Context: an optimization exercise on an open-source flow, tuned for small area, a short achievable clock period and few clock cycles per item. The choices shown serve that exercise and are no tape-out recipe. Only simulation tests tie the RTL to the original design; equivalence was not proved.

== v48 ==
==> flow/design.v <==
`default_nettype none
package skf_pkg;
    localparam int SAMPLE_W = 16;
    localparam int EST_W    = 16;
    localparam int GAIN_W   = 31;
    localparam int CFG_IDX_W = 1;
    localparam int CFG_DAT_W = 32;
    localparam logic [CFG_IDX_W-1:0] REG_MEAS_NOISE = 1'd0;
    localparam logic [CFG_IDX_W-1:0] REG_PROC_NOISE = 1'd1;
    localparam logic [31:0] MEAS_NOISE_RST = 32'd214748365;
    localparam logic [31:0] PROC_NOISE_RST = 32'd536871;
    localparam logic [31:0] COV_RST        = 32'd1073741824;
    localparam logic [3:0] DIV_LAST = 4'd14;
endpackage
`default_nettype wire
`default_nettype none
import skf_pkg::*;
module scalar_kalman_filter
(
    input  wire                       i_clk,
    input  wire                       i_rst_n,
    input  wire                       i_cfg_valid,
    output logic                      o_cfg_ready,
    input  wire       [CFG_IDX_W-1:0] i_cfg_index,
    input  wire       [CFG_DAT_W-1:0] i_cfg_data,
    input  wire                       i_in_valid,
    output logic                      o_in_ready,
    input  wire signed [SAMPLE_W-1:0] i_in_sample,
    output logic                      o_out_valid,
    input  wire                       i_out_ready,
    output logic signed [EST_W-1:0]   o_out_estimate,
    output logic       [GAIN_W-1:0]   o_out_gain
);
    logic        r_idle;      
    logic        r_fin;       
    logic        r_fix;       
    logic        r_div;       
    logic        r_first;     
    logic        r_second;    
    logic        r_last;      
    logic [3:0]  r_cnt;
    logic        r_k30;       
    logic        r_in_ready;
    logic        r_out_valid;
    logic [31:0] r_meas_noise;
    logic [31:0] r_proc_noise;
    logic [31:0] r_pp;        
    logic [32:0] r_den;       
    logic [32:0] r_rem;       
    logic [1:0]  r_d;         
    logic [30:0] r_q;         
    logic [61:0] r_u;         
    logic [61:0] r_x;         
    logic [32:0] r_diff;      
    logic signed [EST_W-1:0] r_est;
    logic accept;
    logic start;
    logic stall;
    assign accept = i_in_valid && r_in_ready;
    assign start  = accept;
    assign stall  = r_second && r_out_valid;
    assign o_in_ready     = r_in_ready;
    assign o_cfg_ready    = 1'b1;
    assign o_out_valid    = r_out_valid;
    assign o_out_estimate = r_est;
    assign o_out_gain     = r_q;
    logic [31:0] p_cur;
    logic [31:0] x_cur;
    assign p_cur = r_u[61:30];
    assign x_cur = r_x[61:30];
    logic [32:0] pred_sum;
    logic [31:0] pp;
    logic        pp_sat;
    assign pred_sum = {1'b0, p_cur} + {1'b0, r_proc_noise};
    assign pp_sat   = pred_sum[32];
    assign pp       = pp_sat ? 32'hFFFF_FFFF : pred_sum[31:0];
    logic [31:0] den_a;
    logic [31:0] den_b;
    logic [32:0] den_s;
    logic [32:0] den_c;
    logic [32:0] den_sum;
    logic        r_zero;
    logic        pq_zero;
    logic        k30;
    assign den_a   = p_cur | {32{r_fix}};
    assign den_b   = r_proc_noise & {32{!r_fix}};
    assign den_s   = {1'b0, den_a ^ den_b ^ r_meas_noise};
    assign den_c   = {(den_a & den_b) | (den_a & r_meas_noise) | (den_b & r_meas_noise), 1'b0};
    assign den_sum = den_s + den_c;
    assign r_zero  = (r_meas_noise == 32'd0);
    assign pq_zero = (p_cur == 32'd0) && (r_proc_noise == 32'd0);
    assign k30     = r_zero && !pq_zero;
    logic [35:0] rem4;
    logic [35:0] den1;
    logic [35:0] t1;
    logic [35:0] s1;
    logic [35:0] s3_a;
    logic [35:0] s3_s;
    logic [35:0] s3_c;
    logic [35:0] s3;
    logic        k1;
    logic        ok1;
    logic        ok3;
    logic [1:0]  digit;
    logic [32:0] rem_next;
    assign rem4 = {1'b0, r_rem, 2'b00};
    assign den1 = {3'b000, r_den};
    assign t1   = {2'b00, r_rem, 1'b0} - den1;
    assign s1   = rem4 - den1;
    assign s3_a = {1'b0, r_rem, 2'b10};
    assign s3_s = s3_a ^ ~{den1[34:0], 1'b0} ^ ~den1;
    assign s3_c = {(s3_a[34:0] & ~{den1[33:0], 1'b0}) | (s3_a[34:0] & ~den1[34:0])
                   | (~{den1[33:0], 1'b0} & ~den1[34:0]), 1'b0};
    assign s3   = s3_s + s3_c;
    assign k1   = !t1[35];
    assign ok1  = !s1[35];
    assign ok3  = !s3[35];
    assign digit = {k1, k1 ? ok3 : ok1};
    always_comb begin
        unique case (digit)
            2'd3:    rem_next = s3[32:0];
            2'd2:    rem_next = {t1[31:0], 1'b0};
            2'd1:    rem_next = s1[32:0];
            default: rem_next = rem4[32:0];
        endcase
    end
    function automatic logic [61:0] add62(input logic [61:0] a, input logic [61:0] b);
        logic [61:0] g;
        logic [61:0] p;
        logic [61:0] gg;
        logic [61:0] pp;
        g  = a & b;
        p  = a ^ b;
        gg = g;
        pp = p;
        for (int l = 0; l < 6; l++) begin
            for (int i = 0; i < 62; i++) begin
                if ((i % (2 << l)) == (2 << l) - 1) begin
                    gg[i] = gg[i] | (pp[i] & gg[i - (1 << l)]);
                    pp[i] = pp[i] & pp[i - (1 << l)];
                end
            end
        end
        for (int l = 4; l >= 0; l--) begin
            for (int i = 0; i < 62; i++) begin
                if (i >= (3 << l) - 1 && ((i - ((3 << l) - 1)) % (2 << l)) == 0) begin
                    gg[i] = gg[i] | (pp[i] & gg[i - (1 << l)]);
                    pp[i] = pp[i] & pp[i - (1 << l)];
                end
            end
        end
        add62 = p ^ {gg[60:0], 1'b0};
    endfunction
    logic        rnd;
    logic [61:0] u_a;
    logic [61:0] u_b;
    logic [61:0] u_m;
    logic [61:0] u_s;
    logic [61:0] u_c;
    logic [61:0] u_next;
    logic [61:0] x_a;
    logic [61:0] x_b;
    logic [61:0] x_m;
    logic [61:0] x_s;
    logic [61:0] x_c;
    logic [61:0] x_next;
    logic [61:0] pp_w;
    logic [61:0] diff_w;
    assign rnd    = r_second;
    assign pp_w   = {30'd0, r_pp};
    assign diff_w = {{29{r_diff[32]}}, r_diff};
    assign u_a    = {r_u[59:0], rnd, 1'b1};
    assign u_b    = ~(r_d[1] ? {pp_w[60:0], 1'b0} : 62'd0);
    assign u_m    = ~(r_d[0] ? pp_w : 62'd0);
    assign u_s    = u_a ^ u_b ^ u_m;
    assign u_c    = {(u_a[60:0] & u_b[60:0]) | (u_a[60:0] & u_m[60:0]) | (u_b[60:0] & u_m[60:0]), 1'b1};
    assign u_next = u_s + u_c;
    assign x_a    = {r_x[59:0], rnd, 1'b0};
    assign x_b    = r_d[1] ? {diff_w[60:0], 1'b0} : 62'd0;
    assign x_m    = r_d[0] ? diff_w : 62'd0;
    assign x_s    = x_a ^ x_b ^ x_m;
    assign x_c    = {(x_a[60:0] & x_b[60:0]) | (x_a[60:0] & x_m[60:0]) | (x_b[60:0] & x_m[60:0]), 1'b0};
    assign x_next = x_s + x_c;
    logic [61:0] diff_sum;
    logic [32:0] diff_next;
    assign diff_sum  = add62({29'd0, r_diff[32:1], 1'b1}, {29'd0, ~r_x[32:0]});
    assign diff_next = diff_sum[32:0];
    logic [31:0] x_new;
    logic [15:0] est_new;
    assign x_new   = r_x[61:30];
    assign est_new = (x_new[31:16] == 16'h7FFF) ? 16'h7FFF : x_new[31:16] + {15'd0, x_new[15]};
    logic step;
    logic acc;
    assign step = r_div && !stall;
    assign acc  = (step && !r_first) || r_last;
    always_ff @(posedge i_clk) begin
        if (!i_rst_n) begin
            r_idle       <= 1'b1;
            r_fin        <= 1'b0;
            r_fix        <= 1'b0;
            r_div        <= 1'b0;
            r_first      <= 1'b0;
            r_second     <= 1'b0;
            r_last       <= 1'b0;
            r_in_ready   <= 1'b1;
            r_out_valid  <= 1'b0;
            r_meas_noise <= MEAS_NOISE_RST;
            r_proc_noise <= PROC_NOISE_RST;
        end else begin
            if (i_cfg_valid) begin
                if (i_cfg_index == REG_MEAS_NOISE) begin
                    r_meas_noise <= i_cfg_data;
                end else begin
                    r_proc_noise <= i_cfg_data;
                end
            end
            r_in_ready <= ((r_idle || r_fin) && !start) || r_last;
            if (r_fin) begin
                r_out_valid <= 1'b1;
            end else if (i_out_ready) begin
                r_out_valid <= 1'b0;
            end
            r_idle   <= (r_idle || r_fin) && !start;
            r_fix    <= start && pp_sat;
            r_first  <= (start && !pp_sat) || r_fix;
            r_second <= (step && r_first) || stall;
            r_last   <= step && (r_cnt == 4'd0);
            r_fin    <= r_last;
            if ((start && !pp_sat) || r_fix) begin
                r_div <= 1'b1;
            end else if (step && (r_cnt == 4'd0)) begin
                r_div <= 1'b0;
            end
        end
    end
    always_ff @(posedge i_clk) begin
        if (!i_rst_n) begin
            r_u[61:30] <= COV_RST;
            r_x[61:30] <= 32'd0;
        end else if (start) begin
            r_u[61:30] <= {30'd0, k30 ? 2'b00 : pp[31:30]};
            r_x[61:30] <= k30 ? {{30{i_in_sample[15]}}, i_in_sample[15:14]}
                              : {{30{x_cur[31]}}, x_cur[31:30]};
        end else if (acc) begin
            r_u[61:30] <= u_next[61:30];
            r_x[61:30] <= x_next[61:30];
        end
    end
    always_ff @(posedge i_clk) begin
        if (r_fin) begin
            r_est <= est_new;
        end
        if (start || r_fix) begin
            r_den <= {den_sum[32:1], den_sum[0] | (r_zero && pq_zero && !r_fix)};
            r_cnt <= DIV_LAST;
        end
        if (start) begin
            r_pp   <= pp;
            r_k30  <= k30;
            r_rem  <= k30 ? 33'd0 : {1'b0, pp};
            r_u[29:0] <= k30 ? 30'd0 : pp[29:0];
            r_x[29:0] <= k30 ? {i_in_sample[13:0], 16'h0000} : x_cur[29:0];
            r_diff    <= {i_in_sample[15], i_in_sample, 16'h0000};
        end
        if (step) begin
            r_cnt <= r_cnt - 4'd1;
            r_rem <= rem_next;
            r_d   <= digit;
            if (r_first) begin
                r_diff <= diff_next;
            end
        end
        if (acc) begin
            r_u[29:0] <= u_next[29:0];
            r_x[29:0] <= x_next[29:0];
            r_q <= {r_last ? r_k30 : r_q[28], r_q[27:0], r_d};
        end
    end
endmodule
`default_nettype wire
export LEC_CHECK = 0
export CAP_MARGIN = 20
export CORE_MARGIN = 2
export CORE_UTILIZATION = 40
export SLEW_MARGIN = 20
create_clock -name core_clock -period 12.0 [get_ports {i_clk}]
standard.sh (not shown) runs the stock make flow with config.mk's settings and CLKGATE_MAP_FILE= SYNTH_SCRIPT=/design/flow/synth_recipe.tcl, a recipe that flattens the netlist after the stock synthesis.
==> flow/flow/run.sh <==
#!/bin/bash
# Standard layout (the standard.sh, unchanged synthesis), with timing repair aiming for
# 7.75 ns of setup slack at the design's clock period, and plain buffers on the ports.
# The clock and constraints are unchanged.
set -euo pipefail
bash standard.sh SETUP_SLACK_MARGIN=7.75 'BUFFER_PORTS_ARGS=-buffer_cell sky130_fd_sc_hd__buf_2' finish > standard.log 2>&1
Testbench counts of v48, summed over its fixed seeds: cycles 34,880, items 2,048.
What v24 does differently from v48 at the input level:
Settings: setting GPL_ROUTABILITY_DRIVEN to 0 for the first time; setting PLACE_DENSITY to 0.75 for the first time.
==> flow/flow/run.sh <==
#!/bin/bash
# Standard layout (the standard.sh, unchanged synthesis), with timing repair aiming for
# 7.5 ns of setup slack at the design's clock period, and plain buffers on the ports.
# The clock and constraints are unchanged.
set -euo pipefail
bash standard.sh SETUP_SLACK_MARGIN=7.5 'BUFFER_PORTS_ARGS=-buffer_cell sky130_fd_sc_hd__buf_2' finish > standard.log 2>&1
--- outcome ---
- The final layouts of v48 and v24 pass the timing, design-rule and antenna checks.
- v24 ends up with a sequential share of layout area that is 1.1 points higher than in v48.
- Diff v48 -> v24: number of cells on the worst reg-to-reg path now smaller; post-synthesis cell count ~0 delta.
For v50, these inputs were changed with respect to v24:
Settings: clearing GPL_ROUTABILITY_DRIVEN, which used to be 0; clearing PLACE_DENSITY, which used to be 0.75.
Findings:
No run among v50 and v24 stopped early or left any final violation; all are clean. Changes observed in v50 relative to v24: setup TNS after final layout neither gained nor lost much; met2 capacity usage during global routing went up. Against v24, v50 comes in about 3% higher on total routed wirelength. NOTE: post-CTS setup buffer count in v50 falls short of that of v24. Of v50 and v24, the lower core utilization belongs to v50. Compared to v24, v50 has total global routing track utilization 0.77 points higher. Re hold slack: v24 was higher than v50. The fraction of area in registers reported for v50 is greater than that of v24 by 0.17 points. For v50, the capture point of the critical path was r_x[57], unlike v24, where it was r_u[27]. Post-synthesis to final-layout area growth, v50 and v24, higher one = v24. Of the two candidates, v24 has the better HPWL reported at the end of detailed placement and v50 the worse one.
Setup changes, v50 to v49
Settings: changing SLEW_MARGIN from 20 to 0; changing CAP_MARGIN from 20 to 0.
### Flow results
- Between v49 and v50, the difference in post-route met1 wirelength is negligible.
- v50 -> v49: well tap count delta 0, exact match
- A top layer reached by signal wires of met5 is what v49 shows, while met4 belongs to v50.
- Worst-case reg-to-reg path depth (higher): v49
- The run showing the greater detailed route wirelength on metal3 is v49.
- Row minimum period implied by the final worst setup slack: v49 higher / v50 lower
- Of v49 and v50, the run reporting the lower count of buffer and inverter cells on the critical path was v50.
- Wire length, v49 and v50: larger value in v49
What v15 does differently from v49 at the input level:
Settings: a change of CAP_MARGIN from 0 to 20; a change of SLEW_MARGIN from 0 to 20.
==> flow/flow/run.sh <==
#!/bin/bash
# Standard layout (the standard.sh, unchanged synthesis), with timing repair aiming for
# 7.0 ns of setup slack at the design's clock period, and plain buffers on the ports.
# The clock and constraints are unchanged.
set -euo pipefail
bash standard.sh SETUP_SLACK_MARGIN=7.0 'BUFFER_PORTS_ARGS=-buffer_cell sky130_fd_sc_hd__buf_2' finish > standard.log 2>&1
[summary]
[diff] smallest setup slack after layout, v15 relative to v49: regression. Changes observed in v15 relative to v49: share of the clock period used by the worst path rose by 3.0 points, diode insertion count for antenna repair climbed 1, proportion of cell area spent on the clock network saw an increase. Compared with v49, v15 shows wire length that has gone down by a few percent. Compared with v49, v15 shows a higher largest clock skew in the final design. v15 ends up with lower global-route wire length before repair than v49 does.
diff inputs: v15 => v13
Settings: an added CTS_BUF_LIST of sky130_fd_sc_hd__clkbuf_4 sky130_fd_sc_hd__clkbuf_8.
==> flow/flow/run.sh <==
#!/bin/bash
# Standard layout (the standard.sh, unchanged synthesis), with timing repair aiming for
# 7.5 ns of setup slack at the design's clock period, and plain buffers on the ports.
# The clock and constraints are unchanged.
set -euo pipefail
bash standard.sh SETUP_SLACK_MARGIN=7.5 'BUFFER_PORTS_ARGS=-buffer_cell sky130_fd_sc_hd__buf_2' finish > standard.log 2>&1
Findings:
From v15 to v13 the numbers moved as follows: unique cell type count in the Yosys netlist neither gained nor lost much; worst-skew pair later-pin latency picked up an extra 0.10 ns; die boundary width neither gained nor lost much; maximum frequency picked up an extra 16 MHz; area taken by flip-flops and latches neither gained nor lost much.

## what the ideal ports hide
Ports are ideal in the flow. The routed layouts listed here were re-timed in OpenROAD.
Step 1: set_driving_cell puts a clkbuf_16 on i_clk and a buf_2 on each other input, an assumption about the parent block.
Step 2 adds t to the input delays and takes it off the output delays; t is the mean of the earliest and latest rising clock arrival at the registers after step 1. Input paths then give back, and output paths get back, about the clock's delay inside the block.
Three values: no drivers, after step 1, after step 2; two values: the first two.
| run | t, ns | setup WS [ns] | worst setup path after step 2 |
|---|---|---|---|
| v48 | 0.676 | 7.702 / 7.702 / 7.241 | input to register |
| v24 | 0.641 | 7.475 / 7.475 / 7.006 | input to register |
| v50 | 0.667 | 7.608 / 7.608 / 7.022 | input to register |
| v49 | 0.687 | 7.585 / 7.585 / 6.975 | input to register |
| v15 | 0.682 | 7.225 / 7.225 / 6.754 | input to register |
| v13 | 0.766 | 7.558 / 7.558 / 6.934 | input to register |
After both steps every run listed still meets setup and hold. For v13, which loses most, drivers alone change the setup slack by 0.000 ns; drivers and shift together by -0.624 ns.
